This is an optimization exercise on Yosys and OpenROAD, whose aim is small area and a short achievable clock period, not a production implementation.
At most, simulation tests tie the RTL to the original design; equivalence was not proved.
Power is estimated from default activity; no workload was simulated.

==> inputs of run D <==
Design gshare_predictor, start of the top module:
module gshare_predictor #(
    parameter int unsigned HIST_W = bp_pkg::HIST_W_DEF,
    parameter int unsigned PC_W   = bp_pkg::PC_W_DEF
) (
    input  logic              clk,
    input  logic              rst_n,
    input  logic              Pred_Valid,
    input  logic [PC_W-1:0]   Pred_PC,
    output logic              Pred_Taken,
    output logic [HIST_W-1:0] Pred_Index,
    input  logic              Upd_Valid,
    input  logic [HIST_W-1:0] Upd_Index,
    input  logic              Upd_Taken,
    input  logic              Upd_Mispredict,
    output logic [15:0]       Mispred_Count
);
==> module sat_counter, before the edit <==
module sat_counter (
    input  logic [255:0] dir,
    input  logic [255:0] sat,
    input  logic [15:0]  r,
    input  logic [15:0]  r_n,
    input  logic [15:0]  ra,
    input  logic [15:0]  ra_n,
    input  logic [15:0]  rb_n,
    input  logic [15:0]  c,
    input  logic [15:0]  c_n,
    output logic [255:0] dir_next,
    output logic [255:0] sat_next
);
    for (genvar i = 0; i < 256; i++) begin : g_cnt
        localparam int R = i / 16;
        localparam int C = i % 16;
        logic hold_n, agree_n, idle_n;
        assign hold_n      = ~((sat[i] | r_n[R] | c_n[C]) & dir[i]);
        assign dir_next[i] = ~((sat[i] | c_n[C] | ra_n[R]) & hold_n);
        assign agree_n     = ~((~dir[i] & ~ra[R]) | (dir[i] & rb_n[R]));
        assign idle_n      = ~((r[R] & c[C]) | sat[i]);
        assign sat_next[i] = ~((agree_n & c[C]) | idle_n);
    end
endmodule
==> module gshare_predictor, before the edit <==
module gshare_predictor #(
    parameter int unsigned HIST_W = bp_pkg::HIST_W_DEF,
    parameter int unsigned PC_W   = bp_pkg::PC_W_DEF
) (
    input  logic              clk,
    input  logic              rst_n,
    input  logic              Pred_Valid,
    input  logic [PC_W-1:0]   Pred_PC,
    output logic              Pred_Taken,
    output logic [HIST_W-1:0] Pred_Index,
    input  logic              Upd_Valid,
    input  logic [HIST_W-1:0] Upd_Index,
    input  logic              Upd_Taken,
    input  logic              Upd_Mispredict,
    output logic [15:0]       Mispred_Count
);
    localparam int unsigned DEPTH = 2 ** HIST_W;
    logic [HIST_W-1:0] spec_hist;
    logic [HIST_W-1:0] arch_hist;
    logic [DEPTH-1:0]  dir;
    logic [DEPTH-1:0]  sat;
    logic              flush;
    pht_read u_read (
        .pc    (Pred_PC[HIST_W+1:2]),
        .h     (spec_hist),
        .dir   (dir),
        .idx   (Pred_Index),
        .taken (Pred_Taken)
    );
    logic [15:0] r, r_n, ra, ra_n, rb_n, c, c_n;
    logic [DEPTH-1:0] dir_next;
    logic [DEPTH-1:0] sat_next;
    always_comb begin
        for (int k = 0; k < 16; k++) begin
            r[k]    = Upd_Valid && (Upd_Index[7:4] == 4'(k));
            r_n[k]  = !r[k];
            ra[k]   = r[k] && Upd_Taken;
            ra_n[k] = !ra[k];
            rb_n[k] = !(r[k] && !Upd_Taken);
            c[k]    = (Upd_Index[3:0] == 4'(k));
            c_n[k]  = !c[k];
        end
    end
    sat_counter u_upd (
        .dir      (dir),
        .sat      (sat),
        .r        (r),
        .r_n      (r_n),
        .ra       (ra),
        .ra_n     (ra_n),
        .rb_n     (rb_n),
        .c        (c),
        .c_n      (c_n),
        .dir_next (dir_next),
        .sat_next (sat_next)
    );
    always_ff @(posedge clk or negedge rst_n) begin
        if (!rst_n) begin
            dir <= '0;
            sat <= '0;
        end else begin
            dir <= dir_next;
            sat <= sat_next;
        end
    end
    assign flush = Upd_Valid && Upd_Mispredict;
    always_ff @(posedge clk or negedge rst_n) begin
        if (!rst_n) begin
            spec_hist <= '0;
            arch_hist <= '0;
        end else begin
            if (Upd_Valid) begin
                arch_hist <= {arch_hist[HIST_W-2:0], Upd_Taken};
            end
            if (flush) begin
                spec_hist <= {arch_hist[HIST_W-2:0], Upd_Taken};
            end else if (Pred_Valid) begin
                spec_hist <= {spec_hist[HIST_W-2:0], Pred_Taken};
            end
        end
    end
    always_ff @(posedge clk or negedge rst_n) begin
        if (!rst_n) begin
            Mispred_Count <= '0;
        end else if (flush && (Mispred_Count != 16'hFFFF)) begin
            Mispred_Count <= Mispred_Count + 16'd1;
        end
    end
endmodule
Settings: LEC_CHECK=0, CAP_MARGIN=20, CORE_MARGIN=2, CORE_UTILIZATION=60, CTS_BUF_LIST=sky130_fd_sc_hd__clkbuf_8, CTS_CLUSTER_DIAMETER=70, CTS_CLUSTER_SIZE=16, SETUP_SLACK_MARGIN=3.0, SLEW_MARGIN=20; clock period 7.5 ns.
standard.sh (not shown) runs the stock make flow with config.mk's settings and CLKGATE_MAP_FILE= SYNTH_SCRIPT=/design/flow/synth_recipe.tcl, a recipe that flattens the netlist after the stock synthesis.
==> flow/flow/run.sh <==
#!/bin/bash
# Layout with a hand-mapped PHT read path and PHT next-state logic:
#  1. the standard synthesis, with modules pht_read and sat_counter left
#     as black boxes;
#  2. the black boxes filled with flow/pht_read.v (sky130 cells, generated by
#     gen/gen_read.py) and the output of flow/gen_upd.py (sky130 cells), and
#     the netlist flattened as the standard synthesis does;
#  3. the standard layout of that netlist, with buf_2 port buffers
#     and no CTS dummy loads.
set -euo pipefail
W=$PWD
LIB=$FLOW_HOME/platforms/$FLOW_PLATFORM/lib/sky130_fd_sc_hd__tt_025C_1v80.lib
YOSYS=$FLOW_HOME/../tools/install/yosys/bin/yosys
[[ -x $YOSYS ]] || YOSYS=$(command -v yosys)

SYNTH_BLACKBOXES="pht_read sat_counter" bash standard.sh "$W/orfs/results/$FLOW_PLATFORM/gshare_predictor/base/1_2_yosys.v" > synth.log 2>&1
cp orfs/results/$FLOW_PLATFORM/gshare_predictor/base/1_2_yosys.v synth_bb.v
python3 flow/gen_upd.py $W/sat_counter_map.v

cat > link.ys <<EOT
read_liberty -lib $LIB
read_verilog $W/synth_bb.v
read_verilog $W/flow/pht_read.v
read_verilog $W/sat_counter_map.v
hierarchy -check -top $FLOW_TOP
flatten
opt_clean -purge
check -assert
stat
write_verilog -noattr -nohex -nodec $W/linked.v
EOT
$YOSYS -s link.ys > link.log 2>&1

rm -rf orfs
export BUFFER_PORTS_ARGS="-buffer_cell sky130_fd_sc_hd__buf_2"
export CTS_ARGS="-sink_clustering_enable -repair_clock_nets -sink_clustering_size 16 -sink_clustering_max_diameter 70 -buf_list sky130_fd_sc_hd__clkbuf_8 -dont_use_dummy_load"
SYNTH_NETLIST_FILES=$W/linked.v bash standard.sh > standard.log 2>&1
==> flow/flow/gen_upd.py <==
#!/usr/bin/env python3
"""Writes module sat_counter (the PHT next-state logic of rtl/sat_counter.sv)
mapped by hand to sky130_fd_sc_hd cells, five per counter, to the file named
by its argument. flow/run.sh runs it (as flow/gen_upd.py) during the layout."""
import sys

L = []
n = [0]


def cell(typ, **pins):
    n[0] += 1
    conns = ", ".join(f".{p}({s})" for p, s in pins.items())
    L.append(f"  sky130_fd_sc_hd__{typ} u{n[0]} ({conns});")


for i in range(256):
    r, c = i // 16, i % 16
    d, s = f"dir[{i}]", f"sat[{i}]"
    L.append(f"  wire hold_n_{i}, agree_n_{i}, idle_n_{i};")
    cell("o31ai_1", A1=s, A2=f"r_n[{r}]", A3=f"c_n[{c}]", B1=d, Y=f"hold_n_{i}")
    cell("o31ai_1", A1=s, A2=f"c_n[{c}]", A3=f"ra_n[{r}]", B1=f"hold_n_{i}", Y=f"dir_next[{i}]")
    cell("a2bb2oi_1", A1_N=d, A2_N=f"ra[{r}]", B1=d, B2=f"rb_n[{r}]", Y=f"agree_n_{i}")
    cell("a21oi_1", A1=f"r[{r}]", A2=f"c[{c}]", B1=s, Y=f"idle_n_{i}")
    cell("a21oi_1", A1=f"agree_n_{i}", A2=f"c[{c}]", B1=f"idle_n_{i}", Y=f"sat_next[{i}]")

hdr = """// Generated by gen/gen_upd.py: the PHT next-state logic (rtl sat_counter)
// mapped by hand to sky130_fd_sc_hd cells.
module sat_counter (
  input  [255:0] dir,
  input  [255:0] sat,
  input  [15:0]  r,
  input  [15:0]  r_n,
  input  [15:0]  ra,
  input  [15:0]  ra_n,
  input  [15:0]  rb_n,
  input  [15:0]  c,
  input  [15:0]  c_n,
  output [255:0] dir_next,
  output [255:0] sat_next
);
"""
with open(sys.argv[1], "w") as f:
    f.write(hdr + "\n".join(L) + "\nendmodule\n")
Other scripts of this flow, unchanged in this note and not shown: flow/flow/pht_read.v
==> run F (differences from run D) <==
- CORE_UTILIZATION: 60 -> 70
- PLACE_DENSITY: default -> 0.74
- SETUP_SLACK_MARGIN: 3.0 -> 2.5
==> run B (differences from run D) <==
--- a/flow/design.v
+++ b/flow/design.v
@@ -14,3 +14,2 @@
     input  logic [255:0] sat,
-    input  logic [15:0]  r,
     input  logic [15:0]  r_n,
@@ -19,3 +18,2 @@
     input  logic [15:0]  rb_n,
-    input  logic [15:0]  c,
     input  logic [15:0]  c_n,
@@ -27,8 +25,8 @@
         localparam int C = i % 16;
-        logic hold_n, agree_n, idle_n;
+        logic hold_n, differ_n, keep_n;
         assign hold_n      = ~((sat[i] | r_n[R] | c_n[C]) & dir[i]);
         assign dir_next[i] = ~((sat[i] | c_n[C] | ra_n[R]) & hold_n);
-        assign agree_n     = ~((~dir[i] & ~ra[R]) | (dir[i] & rb_n[R]));
-        assign idle_n      = ~((r[R] & c[C]) | sat[i]);
-        assign sat_next[i] = ~((agree_n & c[C]) | idle_n);
+        assign differ_n    = ~((~dir[i] & ~rb_n[R]) | (dir[i] & ra[R]));
+        assign keep_n      = ~((r_n[R] | c_n[C]) & sat[i]);
+        assign sat_next[i] = ~((differ_n | c_n[C]) & keep_n);
     end
@@ -64,3 +62,3 @@
     );
-    logic [15:0] r, r_n, ra, ra_n, rb_n, c, c_n;
+    logic [15:0] r_n, ra, ra_n, rb_n, c_n;
     logic [DEPTH-1:0] dir_next;
@@ -69,9 +67,7 @@
         for (int k = 0; k < 16; k++) begin
-            r[k]    = Upd_Valid && (Upd_Index[7:4] == 4'(k));
-            r_n[k]  = !r[k];
-            ra[k]   = r[k] && Upd_Taken;
+            r_n[k]  = !(Upd_Valid && (Upd_Index[7:4] == 4'(k)));
+            ra[k]   = !r_n[k] && Upd_Taken;
             ra_n[k] = !ra[k];
-            rb_n[k] = !(r[k] && !Upd_Taken);
-            c[k]    = (Upd_Index[3:0] == 4'(k));
-            c_n[k]  = !c[k];
+            rb_n[k] = !(!r_n[k] && !Upd_Taken);
+            c_n[k]  = (Upd_Index[3:0] != 4'(k));
         end
@@ -81,3 +77,2 @@
         .sat      (sat),
-        .r        (r),
         .r_n      (r_n),
@@ -86,3 +81,2 @@
         .rb_n     (rb_n),
-        .c        (c),
         .c_n      (c_n),
--- a/flow/flow/run.sh
+++ b/flow/flow/run.sh
@@ -35,3 +35,3 @@
 export BUFFER_PORTS_ARGS="-buffer_cell sky130_fd_sc_hd__buf_2"
-export CTS_ARGS="-sink_clustering_enable -repair_clock_nets -sink_clustering_size 16 -sink_clustering_max_diameter 70 -buf_list sky130_fd_sc_hd__clkbuf_8 -dont_use_dummy_load"
+export CTS_ARGS="-sink_clustering_enable -repair_clock_nets -sink_clustering_size 12 -sink_clustering_max_diameter 60 -buf_list sky130_fd_sc_hd__clkbuf_8 -dont_use_dummy_load"
 SYNTH_NETLIST_FILES=$W/linked.v bash standard.sh > standard.log 2>&1
--- a/flow/flow/gen_upd.py
+++ b/flow/flow/gen_upd.py
@@ -19,8 +19,8 @@
     d, s = f"dir[{i}]", f"sat[{i}]"
-    L.append(f"  wire hold_n_{i}, agree_n_{i}, idle_n_{i};")
+    L.append(f"  wire hold_n_{i}, differ_n_{i}, keep_n_{i};")
     cell("o31ai_1", A1=s, A2=f"r_n[{r}]", A3=f"c_n[{c}]", B1=d, Y=f"hold_n_{i}")
     cell("o31ai_1", A1=s, A2=f"c_n[{c}]", A3=f"ra_n[{r}]", B1=f"hold_n_{i}", Y=f"dir_next[{i}]")
-    cell("a2bb2oi_1", A1_N=d, A2_N=f"ra[{r}]", B1=d, B2=f"rb_n[{r}]", Y=f"agree_n_{i}")
-    cell("a21oi_1", A1=f"r[{r}]", A2=f"c[{c}]", B1=s, Y=f"idle_n_{i}")
-    cell("a21oi_1", A1=f"agree_n_{i}", A2=f"c[{c}]", B1=f"idle_n_{i}", Y=f"sat_next[{i}]")
+    cell("a2bb2oi_1", A1_N=d, A2_N=f"rb_n[{r}]", B1=d, B2=f"ra[{r}]", Y=f"differ_n_{i}")
+    cell("o21ai_0", A1=f"r_n[{r}]", A2=f"c_n[{c}]", B1=s, Y=f"keep_n_{i}")
+    cell("o21ai_0", A1=f"differ_n_{i}", A2=f"c_n[{c}]", B1=f"keep_n_{i}", Y=f"sat_next[{i}]")
 
@@ -31,3 +31,2 @@
   input  [255:0] sat,
-  input  [15:0]  r,
   input  [15:0]  r_n,
@@ -36,3 +35,2 @@
   input  [15:0]  rb_n,
-  input  [15:0]  c,
   input  [15:0]  c_n,
- CORE_UTILIZATION: 60 -> 70
- CTS_CLUSTER_DIAMETER: 70 -> 60
- CTS_CLUSTER_SIZE: 16 -> 12
- PLACE_DENSITY: default -> 0.74
==> notes <==
- Count of clock-buffer cells in the layout, lowest first: run F, run D, run B.
- In sequential power, run F and run D hardly differ.
- Area after synthesis: run B is smaller than run D (about 0.2%).
- The lowest register-to-register slack belongs to run F, the highest to run B.
- The lowest clock skew belongs to run F, the highest to run B.
- Worst hold slack: run B is lower than run D (0.014 ns).
- Between run B and run F, the lower design area is in run F (gap about 1.5%, measured against run F).
- Die area, lowest first: run B, run F, run D.
- Total power: run B < run F < run D.
- Of run D and run B, run B has the higher global-route usage (gap 1.7 points).
- Of run F and run D, run F has the higher maximum frequency (gap 1.8%, measured against run D).
==> figures <==
|  | run F | run B | run D |
|---|---|---|---|
| Outcome | no timing/DRC/antenna violations | no timing/DRC/antenna violations | no timing/DRC/antenna violations |
| Share of layout cells above drive strength 1 | 12.2% | 13.3% | 12.7% |
| Wire length of the first global-routing pass | 133 mm | 124 mm | 134 mm |
| Core box area | 0.0357 sq mm | 0.0357 sq mm | 0.0419 sq mm |
| Multi-input gate share of the layout cell area | 43.5% | 43.1% | 42.9% |
| Relative max-transition margin | 29.3% | 30.8% | 23.6% |
| Power dissipated by switching net loads | 1.88 mW | 1.80 mW | 1.90 mW |
| Insertion delay of the later-clocked pin in the worst-skew pair | 0.66 ns | 0.65 ns | 0.64 ns |
| Routability congestion estimate from global placement | 0.904 | 0.850 | 0.910 |
| Setup Buffers After CTS | 26 | 55 | 3 |
| Number of placed instances with taps included | 2855 | 2815 | 2935 |
| Power of the combinational group | 1.08 mW | 985 uW | 1.11 mW |
| Hold Path End | dir[185] | dir[255] | dir[167] |
| Site row count | 69 | 69 | 75 |
| Post-synthesis instance area | 0.0255 sq mm | 0.0255 sq mm | 0.0255 sq mm |
| R2r setup slk | 4.48 ns | 4.56 ns | 4.53 ns |
| Global routing usage on met2 | 67.6% | 61.6% | 59.9% |
| Layout filler cell count | 2312 | 2274 | 3227 |
| Tap cells | 461 | 461 | 539 |
| CP arrival | 3.60 ns | 3.49 ns | 3.69 ns |
| Pin count of the biggest net entering global routing | 184 | 157 | 182 |
| Routed metal-1 wire length | 30.8 mm | 31.0 mm | 35.5 mm |
| Worst setup margin | 2.40 ns | 2.51 ns | 2.31 ns |
Only the layout flow was run in run D and run F; the RTL was not checked for function there.

afterwards: timing with drivers on the ports:
Ports are ideal in the flow. The routed layouts listed here were re-timed in OpenROAD.
Step 1 (the two cells are an assumption about what drives the block):
set clk [get_ports {clk}]
set_driving_cell -lib_cell sky130_fd_sc_hd__clkbuf_16 $clk
set_driving_cell -lib_cell sky130_fd_sc_hd__buf_2 [delete_from_list [all_inputs] $clk]
Step 2, shift: input delay + t, output delay - t, t = (earliest + latest rising clock arrival at the registers) / 2. This alone moves slack from input paths to output paths.
a / b / c = ideal ports / drivers / drivers and shift; a / b = the first two.
run | t, ns | setup WS [ns] | worst data-port slew with drivers (ns) | cell pins on the clock port's net
run D | 0.682 | 2.308 / 2.284 / 2.284 | 0.09 | 1
run F | 0.703 | 2.401 / 2.364 / 2.364 | 0.07 | 1
run B | 0.702 | 2.505 / 2.458 / 2.458 | 0.09 | 1
After both steps setup and hold are still met in every run listed. For run B, which loses most, drivers alone change the setup slack by -0.047 ns; drivers and shift together by -0.047 ns.
